This is an optimization exercise on Yosys and OpenROAD, whose aim is small area, a short achievable clock period and few clock cycles per item, not a production implementation. Only simulation tests tie the RTL to the original design; equivalence was not proved. Power is estimated from default activity; no workload was simulated.

==> flow/design.v (excerpt) <==
module fp_mult_pipe #(
    parameter int EXP_W = 8,
    parameter int MAN_W = 23
) (
    input  logic                   clk,
    input  logic                   rst_n,
    input  logic                   in_valid,
    output logic                   in_ready,
    input  logic [EXP_W+MAN_W:0]   a,
    input  logic [EXP_W+MAN_W:0]   b,
    output logic                   out_valid,
    input  logic                   out_ready,
    output logic [EXP_W+MAN_W:0]   product,
    output logic [4:0]             flags
);
Size in the first run: ~2100 cells after synthesis, about 110 I/O pins.
clock: 12.0 ns
lec_check: 0
abc_area: 1
cap_margin: 20
core_margin: 2
core_utilization: 55
setup_slack_margin: 5
slew_margin: 20
tns_end_percent: 0
standard.sh (not shown) runs the stock make flow with config.mk's settings and CLKGATE_MAP_FILE= SYNTH_SCRIPT=/design/flow/synth_recipe.tcl, a recipe that flattens the netlist after the stock synthesis.
==> flow/flow/run.sh <==
#!/bin/bash
# Standard ORFS layout through standard.sh, with three changes to how it is made:
#  - Yosys's quick ABC pass inside "synth" is skipped (SYNTH_ARGS=-noabc), so the
#    full-adder extraction sees the RTL's adder expressions directly; the final
#    ABC mapping, register mapping and naming are unchanged.
#  - ports are buffered with buf_2 cells instead of the delay cells buffer_ports
#    picks on its own (still one buffer on every input and output port);
#  - timing repair aims past the standard flow's slack target (SETUP_SLACK_MARGIN), which
#    shortens the achieved period. The SDC and clock period are the standard flow's.
# Each tool's full output goes to standard_flow.log and ORFS's own logs/.
set -euo pipefail
cd "$(dirname "$0")/.."
MARGIN=$(cat flow/margin.txt 2>/dev/null || echo 6.5)
bash standard.sh SYNTH_ARGS=-noabc SETUP_SLACK_MARGIN=$MARGIN "BUFFER_PORTS_ARGS=-buffer_cell sky130_fd_sc_hd__buf_2" finish > standard_flow.log 2>&1
==> flow/flow/margin.txt <==
6.0
Testbench counts at the start, summed over its fixed seeds: cycles 8,008, items 8,000.
Then changed:
Settings changed: CORE_UTILIZATION 55 to 40.
=> Non-clock buffer count falls by 9. Cell count rises by about 6%. Area after synthesis is unchanged. Worst hold slack gains 0.20 ns. Power barely changes. Utilization falls by 17 points. Worst setup slack gains 0.029 ns. Wire length stays flat. Die area rises by about 37%.
Then changed:
==> flow/flow/margin.txt (replaced) <==
6.25
Via count came out higher by 3.0%.
Area after synthesis does not change.
Combinational power came out higher by 6.3%.
Then changed:
==> flow/flow/margin.txt (replaced) <==
6.0
Settings changed: CORE_UTILIZATION 40 to 48.
Final cell count goes down by a few percent.
Clock-buffer cell count is unchanged.
Clock power falls slightly.
Synthesized area is unchanged.
Total power falls by a few percent.
Wire length shrinks by a few percent.


fp_mult_pipe, a different RTL version from the one above (not shown whole).
Size: roughly 2,200 cells after synthesis, ~18,000 um2 of cells after synthesis.
Settings: LEC_CHECK=0, ABC_AREA=1, CAP_MARGIN=20, CORE_MARGIN=2, CORE_UTILIZATION=40, SETUP_SLACK_MARGIN=5, SLEW_MARGIN=20, TNS_END_PERCENT=0; clock period 12.0 ns.
==> flow/flow/margin.txt <==
6.0
Scripts as last shown in full above: flow/flow/run.sh
Testbench counts at the start, summed over its fixed seeds: cycles 8,008, items 8,000.
Next try:
CORE_UTILIZATION = 48   (was 40)
CTS_BUF_LIST = sky130_fd_sc_hd__clkbuf_8   (was default)
CTS_CLUSTER_SIZE = 30   (was default)
The changed run passed the timing, DRC and antenna checks.
Global-route usage increases by 5.3 points.
Sequential share of layout area went up by 0.28 points.
Final cell count went down by 3.5%.
Via count decreases by 1.6%.
Total power went down by 0.97%.
Combinational power stays flat.
First-iteration DRC count falls by 1.1%.
Critical path depth shrinks by 4.
Next try:
CORE_UTILIZATION = 55   (was 48)
CTS_BUF_LIST = default   (was sky130_fd_sc_hd__clkbuf_8)
CTS_CLUSTER_SIZE = default   (was 30)
After rerunning: The new run went through all stages and came out clean. Worst setup slack is worse by 0.026 ns. Routed wire length rises by a few percent. Hold slack is better by 0.054 ns. Final cell count falls by a few percent. Cell area rises slightly. First-iteration DRC count rises slightly.
Next try:
==> flow/flow/margin.txt (replaced) <==
6.25
CORE_UTILIZATION = 48   (was 55)
Effect:
- The changed run completed with no timing, DRC or antenna violations
- wire length increases by 13%
- final area increases by 11%
- core utilization shrinks by 1.3 points
- final cell count rose by 6.1%
- sequential power hardly moves
- first-iteration DRC count went up by 38%
- fmax increases by 3.4%
- setup slack improves by 0.20 ns
- via count came out higher by 6.2%
- worst hold slack loses 0.10 ns
- non-clock buffer count goes up by 77


fp_mult_pipe again, from the RTL that the note above started with.
==> flow/config.mk <==
export PLATFORM = sky130hd
export DESIGN_NAME = fp_mult_pipe
export DESIGN_NICKNAME = fp_mult_pipe
export VERILOG_FILES = /design/flow/design.v
export SDC_FILE = /design/flow/constraint.sdc
export NUM_CORES = 4
export LEC_CHECK = 0
export ABC_AREA = 1
export CAP_MARGIN = 20
export CORE_MARGIN = 2
export CORE_UTILIZATION = 48
export SETUP_SLACK_MARGIN = 5
export SLEW_MARGIN = 20
export TNS_END_PERCENT = 0
==> flow/constraint.sdc <==
create_clock -name core_clock -period 12.0 [get_ports {clk}]
set_input_delay 2.4000 -clock core_clock [delete_from_list [all_inputs] [get_ports {clk}]]
set_output_delay 2.4000 -clock core_clock [all_outputs]
set_load 0.01 [all_outputs]
==> flow/flow/run.sh <==
#!/bin/bash
# Standard ORFS layout through standard.sh, with three changes to how it is made:
#  - Yosys's quick ABC pass inside "synth" is skipped (SYNTH_ARGS=-noabc), so the
#    full-adder extraction sees the RTL's adder expressions directly; the final
#    ABC mapping, register mapping and naming are unchanged.
#  - ports are buffered with buf_1 cells instead of the delay cells buffer_ports
#    picks on its own (still one buffer on every input and output port);
#  - timing repair aims past the standard flow's slack target (SETUP_SLACK_MARGIN), which
#    shortens the achieved period. The SDC and clock period are the standard flow's.
# Each tool's full output goes to standard_flow.log and ORFS's own logs/.
set -euo pipefail
cd "$(dirname "$0")/.."
MARGIN=$(cat flow/margin.txt 2>/dev/null || echo 6.5)
bash standard.sh SYNTH_ARGS=-noabc SETUP_SLACK_MARGIN=$MARGIN "BUFFER_PORTS_ARGS=-buffer_cell sky130_fd_sc_hd__buf_1" finish > standard_flow.log 2>&1
==> flow/flow/margin.txt <==
6.0
The baseline ran to the end with no violations.
Testbench counts at the start, summed over its fixed seeds: cycles 8,008, items 8,000.
Then changed:
--- a/flow/flow/run.sh
+++ b/flow/flow/run.sh
@@ -5,3 +5,3 @@
 #    ABC mapping, register mapping and naming are unchanged.
-#  - ports are buffered with buf_1 cells instead of the delay cells buffer_ports
+#  - ports are buffered with buf_2 cells instead of the delay cells buffer_ports
 #    picks on its own (still one buffer on every input and output port);
@@ -13,2 +13,2 @@
 MARGIN=$(cat flow/margin.txt 2>/dev/null || echo 6.5)
-bash standard.sh SYNTH_ARGS=-noabc SETUP_SLACK_MARGIN=$MARGIN "BUFFER_PORTS_ARGS=-buffer_cell sky130_fd_sc_hd__buf_1" finish > standard_flow.log 2>&1
+bash standard.sh SYNTH_ARGS=-noabc SETUP_SLACK_MARGIN=$MARGIN "BUFFER_PORTS_ARGS=-buffer_cell sky130_fd_sc_hd__buf_2" finish > standard_flow.log 2>&1
- CTS_BUF_LIST: unset -> sky130_fd_sc_hd__clkbuf_4 sky130_fd_sc_hd__clkbuf_8
- TNS_END_PERCENT: 0 -> unset
=> Setup slack improved by 0.045 ns; routed wire length fell by 3.4%; flip-flop and latch count stays the same; maximum frequency increases by 0.76%; worst hold slack degrades by 0.060 ns; count of clock-buffer cells in the layout stays the same; die area is unchanged.


build 98:
fp_mult_pipe, a different RTL version from the one above (not shown whole).
For scale: about 2200 cells after synthesis, about 93 flip-flops, roughly 110 I/O pins.
// fp_mult_pipe
module fp_mult_pipe #(
    parameter int EXP_W = 8,
    parameter int MAN_W = 23
) (
    input  logic                   clk,
    input  logic                   rst_n,
    input  logic                   in_valid,
    output logic                   in_ready,
    input  logic [EXP_W+MAN_W:0]   a,
    input  logic [EXP_W+MAN_W:0]   b,
    output logic                   out_valid,
    input  logic                   out_ready,
    output logic [EXP_W+MAN_W:0]   product,
    output logic [4:0]             flags
);
Settings: LEC_CHECK=0, ABC_AREA=1, CAP_MARGIN=20, CORE_MARGIN=2, CORE_UTILIZATION=40, SETUP_SLACK_MARGIN=5, SLEW_MARGIN=20, TNS_END_PERCENT=0; clock period 12.0 ns.
==> flow/flow/run.sh <==
#!/bin/bash
# Standard ORFS layout through standard.sh, with two changes to how it is made:
#  - Yosys's quick ABC pass inside "synth" is skipped (SYNTH_ARGS=-noabc), so the
#    full-adder extraction sees the RTL's adder expressions directly; the final
#    ABC mapping, register mapping and naming are unchanged.
#  - timing repair aims past the standard flow's slack target (SETUP_SLACK_MARGIN), which
#    shortens the achieved period. The SDC and clock period are the standard flow's.
# Each tool's full output goes to standard_flow.log and ORFS's own logs/.
set -euo pipefail
cd "$(dirname "$0")/.."
MARGIN=$(cat flow/margin.txt 2>/dev/null || echo 6.5)
bash standard.sh SYNTH_ARGS=-noabc SETUP_SLACK_MARGIN=$MARGIN finish > standard_flow.log 2>&1
Scripts as last shown in full above: flow/flow/margin.txt
Every stage of the flow completed for build 98, and the final layout passed the timing, DRC and antenna checks.
Testbench counts of build 98, summed over its fixed seeds: cycles 8,008, items 8,000.
diff inputs: build 98 => build 93
==> flow/flow/run.sh <==
#!/bin/bash
# Standard ORFS layout through standard.sh, with three changes to how it is made:
#  - Yosys's quick ABC pass inside "synth" is skipped (SYNTH_ARGS=-noabc), so the
#    full-adder extraction sees the RTL's adder expressions directly; the final
#    ABC mapping, register mapping and naming are unchanged.
#  - ports are buffered with buf_2 cells instead of the delay cells buffer_ports
#    picks on its own (still one buffer on every input and output port);
#  - timing repair aims past the standard flow's slack target (SETUP_SLACK_MARGIN), which
#    shortens the achieved period. The SDC and clock period are the standard flow's.
# Each tool's full output goes to standard_flow.log and ORFS's own logs/.
set -euo pipefail
cd "$(dirname "$0")/.."
MARGIN=$(cat flow/margin.txt 2>/dev/null || echo 6.5)
bash standard.sh SYNTH_ARGS=-noabc SETUP_SLACK_MARGIN=$MARGIN "BUFFER_PORTS_ARGS=-buffer_cell sky130_fd_sc_hd__buf_2" finish > standard_flow.log 2>&1
==> flow/flow/margin.txt <==
5.75
diff --git a/flow/config.mk b/flow/config.mk
--- a/flow/config.mk
+++ b/flow/config.mk
@@ -9,5 +9,5 @@
 export CAP_MARGIN = 20
 export CORE_MARGIN = 2
-export CORE_UTILIZATION = 40
+export CORE_UTILIZATION = 55
 export SETUP_SLACK_MARGIN = 5
 export SLEW_MARGIN = 20
Build 93 reached the final stage; the timing, DRC and antenna checks on its layout passed. The launch point of the worst path comes out b[15] in one run and b[13] in the other, namely in build 93 and build 98 respectively. Of build 93 and build 98, the higher share of the clock period used by the worst path belongs to build 93. From build 98 to build 93 the numbers moved as follows: minimum setup slack after placement went up, setup slack went down. Build 93 vs. build 98: sequential share of layout area went up by 1.5 points, buffer share of cell area went down by 5.9 points, internal cell power went down by 16%.
### build 93 -> build 92
==> flow/flow/margin.txt <==
6.0
Notes after the runs:
Relative to build 93, the detailed-route wire length per cell measured on build 92 has increased by a few percent.
Diff build 93 -> build 92: post-route core utilization moved up, final non-filler cell area higher, non-clock buffer count now larger, first-pass GRT wire length rose by about 3%.
Per the comparison of build 92 with build 93, layout-stage area growth over the synthesis result went up 4.4 points, clock latency on the worst-skew pair essentially unchanged.
Changes in build 37 relative to build 92:
==> flow/flow/run.sh <==
#!/bin/bash
# Standard ORFS layout through standard.sh, with two changes to how it is made:
#  - Yosys's quick ABC pass inside "synth" is skipped (SYNTH_ARGS=-noabc), so the
#    full-adder extraction sees the RTL's adder expressions directly; the final
#    ABC mapping, register mapping and naming are unchanged.
#  - timing repair aims past the standard flow's slack target (SETUP_SLACK_MARGIN), which
#    shortens the achieved period. The SDC and clock period are the standard flow's.
# Each tool's full output goes to standard_flow.log and ORFS's own logs/.
set -euo pipefail
cd "$(dirname "$0")/.."
MARGIN=$(cat flow/margin.txt 2>/dev/null || echo 6.5)
bash standard.sh SYNTH_ARGS=-noabc SETUP_SLACK_MARGIN=$MARGIN finish > standard_flow.log 2>&1
==> flow/flow/margin.txt <==
5.5
diff --git a/flow/config.mk b/flow/config.mk
--- a/flow/config.mk
+++ b/flow/config.mk
@@ -9,5 +9,5 @@
 export CAP_MARGIN = 20
 export CORE_MARGIN = 2
-export CORE_UTILIZATION = 55
+export CORE_UTILIZATION = 40
 export SETUP_SLACK_MARGIN = 5
 export SLEW_MARGIN = 20
Results
Build 37 reached the final stage; the timing, DRC and antenna checks on its layout passed. Diff build 92 -> build 37: worst setup slack now smaller, via count now smaller. Build 92 fits on a die that is smaller than the die of build 37. Between build 92 and build 37, the flow reports die boundary width increasing by more than 10%. cut_r[55] as the worst setup path endpoint was reported by build 37, and flags[1] by build 92. The final standard cell area without fillers number comes out higher for build 92 vs build 37.
Setup changes, build 37 to build 76
==> flow/flow/run.sh <==
#!/bin/bash
# Standard ORFS layout through standard.sh, with three changes to how it is made:
#  - Yosys's quick ABC pass inside "synth" is skipped (SYNTH_ARGS=-noabc), so the
#    full-adder extraction sees the RTL's adder expressions directly; the final
#    ABC mapping, register mapping and naming are unchanged.
#  - ports are buffered with buf_2 cells instead of the delay cells buffer_ports
#    picks on its own (still one buffer on every input and output port);
#  - timing repair aims past the standard flow's slack target (SETUP_SLACK_MARGIN), which
#    shortens the achieved period. The SDC and clock period are the standard flow's.
# Each tool's full output goes to standard_flow.log and ORFS's own logs/.
set -euo pipefail
cd "$(dirname "$0")/.."
MARGIN=$(cat flow/margin.txt 2>/dev/null || echo 6.5)
bash standard.sh SYNTH_ARGS=-noabc SETUP_SLACK_MARGIN=$MARGIN "BUFFER_PORTS_ARGS=-buffer_cell sky130_fd_sc_hd__buf_2" finish > standard_flow.log 2>&1
==> flow/flow/margin.txt <==
6.0
### Flow results
- Against build 37 as the reference, build 76 delivers a higher met1 track demand over resource in global routing.
- The capturing instance or port of the critical path comes out cut_r[34] in one run and cut_r[55] in the other, namely in build 76 and build 37 respectively.
- Comparing build 37 and build 76, the higher design area was measured on build 76.
- Build 76 completed; timing, DRC and antenna clean
- Taking build 37 as the reference, in build 76 power rose by 430 µW, met3 track demand over resource in global routing +0.56 points.

what the ideal ports hide:
No port has a modelled driver above. Below, the same layouts with a new extraction and two added sets of constraints.
Step 1 (the two cells are an assumption about what drives the block):
set clk [get_ports {clk}]
set_driving_cell -lib_cell sky130_fd_sc_hd__clkbuf_16 $clk
set_driving_cell -lib_cell sky130_fd_sc_hd__buf_2 [delete_from_list [all_inputs] $clk]
Step 2 also shifts input and output timing later by t, the mid clock arrival at the registers, as if the neighbouring blocks saw the same clock.
Three values: ideal ports, drivers, drivers and shift; two values: the first two.
run | shift t [ns] | setup slack, ns | worst setup path after step 2
the first run of note 1 | 0.425 | 5.957 / 5.995 / 5.570 | input to register
the second run of note 1 | 0.419 | 5.986 / 6.017 / 5.597 | input to register
the third run of note 1 | 0.432 | 6.113 / 6.152 / 5.720 | input to register
the fourth run of note 1 | 0.421 | 5.987 / 6.010 / 5.589 | input to register
the first run of note 2 | 0.415 | 5.949 / 5.981 / 5.566 | input to register
the second run of note 2 | 0.449 | 6.012 / 6.028 / 5.579 | input to register
the third run of note 2 | 0.426 | 5.986 / 6.006 / 5.596 | input to register
the fourth run of note 2 | 0.422 | 6.184 / 6.133 / 5.711 | input to register
the first run of note 3 | 0.414 | 5.986 / 6.002 / 5.587 | input to register
the second run of note 3 | 0.459 | 6.031 / 6.035 / 5.576 | input to register
build 98 | 0.425 | 5.905 / 5.943 / 5.518 | input to register
build 93 | 0.424 | 5.738 / 5.755 / 5.331 | input to register
build 92 | 0.422 | 5.968 / 5.912 / 5.575 | input to register
build 37 | 0.420 | 5.318 / 5.347 / 4.926 | input to register
build 76 | 0.416 | 5.967 / 5.986 / 5.569 | input to register
After both steps every run listed still meets setup and hold. The setup slack of the fourth run of note 2, which loses most, moves by -0.051 ns with the drivers and by -0.473 ns with both steps.
